This is an optimization exercise on Yosys and OpenROAD, whose aim is small area, not a production implementation. In this exercise RTL edits were held to simulation tests only and were not proved equivalent to the original.

==> inputs of 05-23 <==
// dsp_core
module dsp_core (
	input logic clk,
	input logic reset,
	input logic tick,
	input dsp_pkg::sample_t sample_in,
	input dsp_pkg::command_t command,
	output dsp_pkg::sample_t sample_out,
	output logic ready,
	output dsp_pkg::block_count_t n_blocks_running,
	output logic [31 : 0] commits_accepted
);
	logic [4 : 0] ph5;
	logic [3 : 0] ph;
	logic half;
	assign ph = ph5[3 : 0];
	assign half = ph5[4];
	logic flush;
	logic in_pass;
	logic fixlast;
	logic samp;
	logic [1 : 0] fr;
	logic [3 : 0] k;
	logic pend_i;
	logic pend_r;
	logic rt;
	logic f0, f1, f2, fixf;
	assign f0 = in_pass && fr == 2'd0;
	assign f1 = in_pass && fr == 2'd1;
	assign f2 = in_pass && fr == 2'd2;
	assign fixf = fixlast || (f0 && !samp);
	assign ready = ph5 == 5'd31 && !in_pass && !fixlast;
	logic acc_tick, acc_cmd, cmd_iw, cmd_rw;
	assign cmd_iw = ready && command.instr_write;
	assign cmd_rw = ready && command.reg_write;
	assign acc_tick = ready && tick;
	assign acc_cmd = cmd_iw || cmd_rw;
	logic [3 : 0] f_src_a, f_src_b, f_src_c, f_dest;
	logic [4 : 0] f_shift;
	logic f_breg, f_creg, f_satdis;
	logic [15 : 0] chr [16];
	logic [31 : 0] cfr [16];
	logic [23 : 0] ir [16];
	logic [15 : 0] clo, chi;
	logic [15 : 0] a_reg;
  ...
Settings: LEC_CHECK=0, CAP_MARGIN=20, CORE_MARGIN=2, CORE_UTILIZATION=40, SLEW_MARGIN=20; clock period 10.0 ns.
run.sh (not shown) runs the stock make flow with config.mk's settings and CLKGATE_MAP_FILE= SYNTH_SCRIPT=/design/flow/synth_recipe.tcl, a recipe that flattens the netlist after the stock synthesis.
==> 08-10 (differences from 05-23) <==
==> flow/flow/run.sh (new file) <==
#!/bin/bash
# The standard ORFS layout (standard.sh, which also runs the standard synthesis), with two
# arguments changed: ports are buffered with the smallest buffer, and clock tree synthesis
# inserts no dummy loads. Each tool's output is kept in the ORFS logs under orfs/logs/.
set -euo pipefail
export BUFFER_PORTS_ARGS="-buffer_cell sky130_fd_sc_hd__buf_1"
export CTS_ARGS="-sink_clustering_enable -repair_clock_nets -sink_clustering_size 18 -sink_clustering_max_diameter 80 -buf_list sky130_fd_sc_hd__clkbuf_8 -dont_use_dummy_load"
bash standard.sh finish > standard_flow.log 2>&1
==> flow/standard.sh (new file) <==
#!/bin/bash
# synth_recipe.tcl (not shown) runs the flow's synth.tcl, then flattens the netlist and writes it again
# the make line also repeats each setting of config.mk as NAME=value (left out here)
make -C /OpenROAD-flow-scripts/flow DESIGN_CONFIG=/design/flow/config.mk WORK_HOME=/design/flow/orfs CLKGATE_MAP_FILE= SYNTH_SCRIPT=/design/flow/synth_recipe.tcl "${@:-finish}"
CTS_BUF_LIST = sky130_fd_sc_hd__clkbuf_8   (was unset)
CTS_CLUSTER_DIAMETER = 80   (was unset)
CTS_CLUSTER_SIZE = 18   (was unset)
removed: flow/run.sh
==> 10-01 (differences from 05-23) <==
--- a/flow/design.v
+++ b/flow/design.v
@@ -54,17 +54,41 @@
 	input dsp_pkg::command_t command,
 	output dsp_pkg::sample_t sample_out,
 	output logic ready,
 	output dsp_pkg::block_count_t n_blocks_running,
 	output logic [31 : 0] commits_accepted
 );
-	logic [4 : 0] ph5;
+	function automatic logic [6 : 0] inc7(input logic [6 : 0] v);
+		logic c;
+		c = 1'b1;
+		for (int i = 0; i < 7; i++) begin
+			inc7[i] = v[i] ^ c;
+			c = c & v[i];
+		end
+	endfunction
+	function automatic logic [4 : 0] inc4(input logic [3 : 0] v);
+		logic c;
+		c = 1'b1;
+		for (int i = 0; i < 4; i++) begin
+			inc4[i] = v[i] ^ c;
+			c = c & v[i];
+		end
+		inc4[4] = c;
+	endfunction
+	function automatic logic ge5(input logic [4 : 0] a, input logic [4 : 0] b);
+		logic g;
+		g = 1'b1;
+		for (int i = 0; i < 5; i++)
+			g = (a[i] & !b[i]) | (!(a[i] ^ b[i]) & g);
+		ge5 = g;
+	endfunction
+	logic [6 : 0] ph7;
 	logic [3 : 0] ph;
-	logic half;
-	assign ph = ph5[3 : 0];
-	assign half = ph5[4];
+	logic [2 : 0] pfr;
+	assign ph = ph7[3 : 0];
+	assign pfr = ph7[6 : 4];
 	logic flush;
 	logic in_pass;
 	logic fixlast;
 	logic samp;
 	logic [1 : 0] fr;
 	logic [3 : 0] k;
@@ -73,23 +97,23 @@
 	logic rt;
 	logic f0, f1, f2, fixf;
 	assign f0 = in_pass && fr == 2'd0;
 	assign f1 = in_pass && fr == 2'd1;
 	assign f2 = in_pass && fr == 2'd2;
 	assign fixf = fixlast || (f0 && !samp);
-	assign ready = ph5 == 5'd31 && !in_pass && !fixlast;
+	assign ready = ph7 == 7'd127 && !in_pass && !fixlast;
 	logic acc_tick, acc_cmd, cmd_iw, cmd_rw;
 	assign cmd_iw = ready && command.instr_write;
 	assign cmd_rw = ready && command.reg_write;
 	assign acc_tick = ready && tick;
 	assign acc_cmd = cmd_iw || cmd_rw;
 	logic [3 : 0] f_src_a, f_src_b, f_src_c, f_dest;
 	logic [4 : 0] f_shift;
 	logic f_breg, f_creg, f_satdis;
 	logic [15 : 0] chr [16];
-	logic [31 : 0] cfr [16];
+	logic [127 : 0] cfr [4];
 	logic [23 : 0] ir [16];
 	logic [15 : 0] clo, chi;
 	logic [15 : 0] a_reg;
 	logic [15 : 0] p_hi, p_lo;
 	logic [31 : 0] p_full;
 	assign p_full = {p_hi, p_lo};
@@ -108,13 +132,13 @@
 	assign fwd_bit = samp ? p_lo[0] : (ph == 4'd15 ? sign_w : !sign_w);
 	assign wbit = f2 ? sum_bit : fwd_bit;
 	logic [3 : 0] rsel;
 	logic chv, cv, opbit;
 	assign rsel = f0 ? f_src_a : (f1 ? f_src_b : f_src_c);
 	assign chv = chr[rsel][0];
-	assign cv = cfr[k][0];
+	assign cv = cfr[{k[3], k[0]}][0];
 	always_comb begin
 		if (f0)
 			opbit = (fwd_we && wtarget == f_src_a) ? fwd_bit : chv;
 		else if (f1)
 			opbit = f_breg ? cv : chv;
 		else
@@ -130,38 +154,59 @@
 			else
 				bi = chr[x][0];
 			chr[x] <= {bi, chr[x][15 : 1]};
 		end
 	end
 	logic cins;
-	assign cins = pend_r && (half == !(k[0] ^ rt));
+	logic [2 : 0] cslot;
+	always_comb begin
+		case (k[2 : 0])
+			3'd0: cslot = 3'd1;
+			3'd1: cslot = 3'd4;
+			3'd2: cslot = 3'd7;
+			3'd3: cslot = 3'd2;
+			3'd4: cslot = 3'd5;
+			3'd5: cslot = 3'd0;
+			3'd6: cslot = 3'd3;
+			default: cslot = 3'd6;
+		endcase
+		if (rt)
+			cslot = {cslot[2] ^ (cslot[1] & cslot[0]), cslot[1] ^ cslot[0], !cslot[0]};
+	end
+	assign cins = pend_r && pfr == cslot;
 	always_ff @(posedge clk) begin
-		for (int b = 0; b < 16; b++) begin
+		for (int b = 0; b < 4; b++) begin
 			logic bi;
 			if (flush)
 				bi = 1'b0;
-			else if (cins && k == 4'(b))
+			else if (cins && {k[3], k[0]} == 2'(b))
 				bi = p_lo[0];
 			else
 				bi = cfr[b][0];
-			cfr[b] <= {bi, cfr[b][31 : 1]};
+			cfr[b] <= {bi, cfr[b][127 : 1]};
 		end
 	end
 	logic ins;
 	logic [23 : 0] ir_in;
-	assign ins = pend_i && !half && ph == k;
+	assign ins = pend_i && pfr == 3'd0 && k_match;
 	assign ir_in = ins ? {f_satdis, f_creg, f_breg, f_shift, f_dest, f_src_c, f_src_b, f_src_a} : ir[0];
 	always_ff @(posedge clk) begin
 		for (int s = 0; s < 15; s++)
 			ir[s] <= ir[s + 1];
 		ir[15] <= ir_in;
 	end
 	logic ld_a, ld_bc, ld_d;
-	assign ld_a = (f2 && ph == k + 4'd1) || (!in_pass && !fixlast && half && ph == 4'd0);
-	assign ld_bc = f0 && ph == k;
-	assign ld_d = f1 && ph == k;
+	logic k_match, k_match_q;
+	logic [4 : 0] k_inc;
+	assign k_inc = inc4(k);
+	assign k_match = ph == k;
+	always_ff @(posedge clk)
+		k_match_q <= k_match;
+	assign ld_a = (f2 && k_match_q) || (!in_pass && !fixlast && pfr == 3'd7 && ph == 4'd0);
+	assign ld_bc = f0 && k_match;
+	assign ld_d = f1 && k_match;
 	always_ff @(posedge clk) begin
 		if (cmd_iw) begin
 			f_src_a <= command.instr_val[3 : 0];
 			f_src_b <= command.instr_val[7 : 4];
 			f_src_c <= command.instr_val[11 : 8];
 			f_dest <= command.instr_val[15 : 12];
@@ -187,13 +232,21 @@
 	logic mul, sub;
 	logic [15 : 0] addend;
 	logic [16 : 0] t;
 	assign mul = f1 && opbit;
 	assign sub = ph == 4'd15;
 	assign addend = mul ? (sub ? ~a_reg : a_reg) : 16'd0;
-	assign t = {p_hi[15], p_hi} + {addend[15], addend} + {16'd0, mul && sub};
+	always_comb begin
+		logic c;
+		c = mul && sub;
+		for (int i = 0; i < 16; i++) begin
+			t[i] = p_hi[i] ^ addend[i] ^ c;
+			c = (p_hi[i] & addend[i]) | (c & (p_hi[i] ^ addend[i]));
+		end
+		t[16] = p_hi[15] ^ addend[15] ^ c;
+	end
 	logic rot;
 	assign rot = !in_pass || samp;
 	always_ff @(posedge clk) begin
 		if (f0)
 			a_reg <= {opbit, a_reg[15 : 1]};
 		p_hi <= {f0 ? 1'b0 : t[16], t[15 : 1]};
@@ -216,49 +269,49 @@
 	assign sign_now = ovf ? p_full[31] : s17;
 	always_ff @(posedge clk) begin
 		cy <= (q & opbit) | (q & cy_in) | (opbit & cy_in);
 		s_last <= sum_bit;
 		c_last <= opbit;
 		ovf <= (ph == 4'd0 ? 1'b0 : ovf)
-			| (!f_shift[4] && ph >= f_shift[3 : 0] && (p_full[16] ^ p_full[31]));
+			| (!f_shift[4] && ge5({1'b0, ph}, {1'b0, f_shift[3 : 0]}) && (p_full[16] ^ p_full[31]));
 		if (ph == 4'd0) begin
 			sat_q <= sat_now;
 			sign_q <= sign_now;
 		end
 	end
 	always_ff @(posedge clk) begin
 		if (reset) begin
-			ph5 <= '0;
+			ph7 <= '0;
 			flush <= 1'b1;
 			in_pass <= 1'b0;
 			fixlast <= 1'b0;
 			samp <= 1'b0;
 			pend_i <= 1'b0;
 			pend_r <= 1'b0;
 			n_blocks_running <= '0;
 		end else begin
-			ph5 <= ph5 + 1'b1;
-			if (ph5 == 5'd31)
+			ph7 <= inc7(ph7);
+			if (ph7 == 7'd127)
 				flush <= 1'b0;
-			if (ph5 == 5'd15)
+			if (ph7 == 7'd15)
 				pend_i <= 1'b0;
-			if (ph5 == 5'd31)
+			if (ph7 == 7'd127)
 				pend_r <= 1'b0;
 			if (acc_tick) begin
 				in_pass <= 1'b1;
 				samp <= 1'b1;
 				fr <= 2'd0;
 				k <= 4'd0;
 			end else if (acc_cmd) begin
 				k <= command.block_target;
 				rt <= command.reg_target;
 				pend_i <= command.instr_write;
 				pend_r <= command.reg_write;
 				if (command.instr_write
-					&& {1'b0, command.block_target} + 5'd1 > n_blocks_running)
-					n_blocks_running <= {1'b0, command.block_target} + 5'd1;
+					&& ge5({1'b0, command.block_target}, n_blocks_running))
+					n_blocks_running <= inc4(command.block_target);
 			end else if (ph == 4'd15) begin
 				if (fixlast)
 					fixlast <= 1'b0;
 				if (in_pass) begin
 					samp <= 1'b0;
 					case (fr)
@@ -267,29 +320,29 @@
 								in_pass <= 1'b0;
 							else
 								fr <= 2'd1;
 						end
 						2'd1: fr <= 2'd2;
 						default: begin
-							if ({1'b0, k} + 5'd1 == n_blocks_running) begin
+							if (k_inc == n_blocks_running) begin
 								in_pass <= 1'b0;
 								fixlast <= 1'b1;
 							end else begin
-								k <= k + 4'd1;
+								k <= k_inc[3 : 0];
 								fr <= 2'd0;
 							end
 						end
 					endcase
 				end
 			end
 		end
 	end
 	logic cadd_lo, cadd_hi, nb, ccy_in, lo_in, hi_in;
 	assign cadd_lo = samp;
 	assign cadd_hi = f1 && k == 4'd0;
-	assign nb = ph < 4'd5 ? n_blocks_running[ph[2 : 0]] : 1'b0;
+	assign nb = !(ph[3] | (ph[2] & (ph[1] | ph[0]))) & n_blocks_running[ph[2 : 0]];
 	assign ccy_in = ph == 4'd0 ? 1'b0 : ccy;
 	assign lo_in = cadd_lo ? clo[0] ^ nb ^ ccy_in : clo[0];
 	assign hi_in = cadd_hi ? chi[0] ^ ccy : chi[0];
 	always_ff @(posedge clk) begin
 		if (cadd_lo)
 			ccy <= (clo[0] & nb) | (clo[0] & ccy_in) | (nb & ccy_in);
==> flow/flow/run.sh (new file) <==
#!/bin/bash
# The standard ORFS layout (standard.sh, which also runs the standard synthesis), with two
# arguments changed: ports are buffered with the smallest buffer, and clock tree synthesis
# inserts no dummy loads. Each tool's output is kept in the ORFS logs under orfs/logs/.
set -euo pipefail
export BUFFER_PORTS_ARGS="-buffer_cell sky130_fd_sc_hd__buf_1"
export CTS_ARGS="-sink_clustering_enable -repair_clock_nets -sink_clustering_size 18 -sink_clustering_max_diameter 80 -buf_list sky130_fd_sc_hd__clkbuf_8 -dont_use_dummy_load"
bash standard.sh finish > standard_flow.log 2>&1
==> flow/standard.sh (new file) <==
#!/bin/bash
# synth_recipe.tcl (not shown) runs the flow's synth.tcl, then flattens the netlist and writes it again
# the make line also repeats each setting of config.mk as NAME=value (left out here)
make -C /OpenROAD-flow-scripts/flow DESIGN_CONFIG=/design/flow/config.mk WORK_HOME=/design/flow/orfs CLKGATE_MAP_FILE= SYNTH_SCRIPT=/design/flow/synth_recipe.tcl "${@:-finish}"
CTS_BUF_LIST = sky130_fd_sc_hd__clkbuf_8   (was unset)
CTS_CLUSTER_DIAMETER = 80   (was unset)
CTS_CLUSTER_SIZE = 18   (was unset)
removed: flow/run.sh
==> impl_metrics.ini <==
[power]
totalPowerFinal_w = 0.009739

[clock_network]
numCtsBuffers = 116
path_clk_slew_ns = 0.06

[outcome]
status = complete, no violations

[cells_and_area]
seq_area_sq_um = 26550
seq_cell_count = 1302

[setup_path]
worst-path-buf-inv = 1
r2r-start = f_shift[0]

[die]
core_area_sq_um = 78740

[grt]
grt_pass1_wl_mm = 79.05
(the above is from 05-23)
==> impl_metrics.ini <==
[clock_network]
cts.sinks = 1305
numCtsBuffers = 83

[placed_design]
placement.setup.worst_slack_ns = 0.8270

[grt]
grt_pass1_wl_mm = 71.93

[outcome]
status = complete, no violations

[cells_and_area]
seq_area_sq_um = 26610
seq_cell_count = 1305

[die]
core_area_sq_um = 77470

[setup_path]
worst-path-buf-inv = 2
r2r-start = in_pass

[power]
totalPowerFinal_w = 0.007396

[logic_synthesis]
synth_nets = 2040
avgSynthCellArea_sq_um = 16.29
(the above is from 10-01)
==> impl_metrics.ini <==
[grt]
grt_pass1_wl_mm = 75.78

[die]
core_area_sq_um = 78740

[cells_and_area]
seq_cell_count = 1302
seq_area_sq_um = 26550

[setup_path]
worst-path-buf-inv = 1
r2r-start = f_shift[0]

[clock_network]
cts_buffer_depth = 3
numCtsBuffers = 85
path_clk_slew_ns = 0.10

[logic_synthesis]
synth_xor_area_share_pct = 1.435

[power]
totalPowerFinal_w = 0.007438

[outcome]
status = complete, no violations
(the above is from 08-10)

[separate check: timing with driven ports]
Ports are ideal in the flow. The routed layouts listed here were re-timed in OpenROAD. Step 1 sets driving cells, clkbuf_16 on the clock port and buf_2 on the other inputs (assumed; they add their load-dependent delay and slew). Step 2, shift: input delay + t, output delay - t, t = (earliest + latest rising clock arrival at the registers) / 2. This alone moves slack from input paths to output paths. Three values: no drivers, after step 1, after step 2; two values: the first two.
run | t (ns) | slack for setup (ns) | hold WS [ns]
05-23 | 0.716 | 3.080 / 3.080 / 3.080 | 0.296 / 0.296 / 0.296
08-10 | 0.713 | 3.039 / 3.039 / 3.039 | 0.259 / 0.259 / 0.259
10-01 | 0.704 | 0.825 / 0.825 / 0.825 | 0.271 / 0.271 / 0.271
After both steps setup and hold are still met in every run listed.
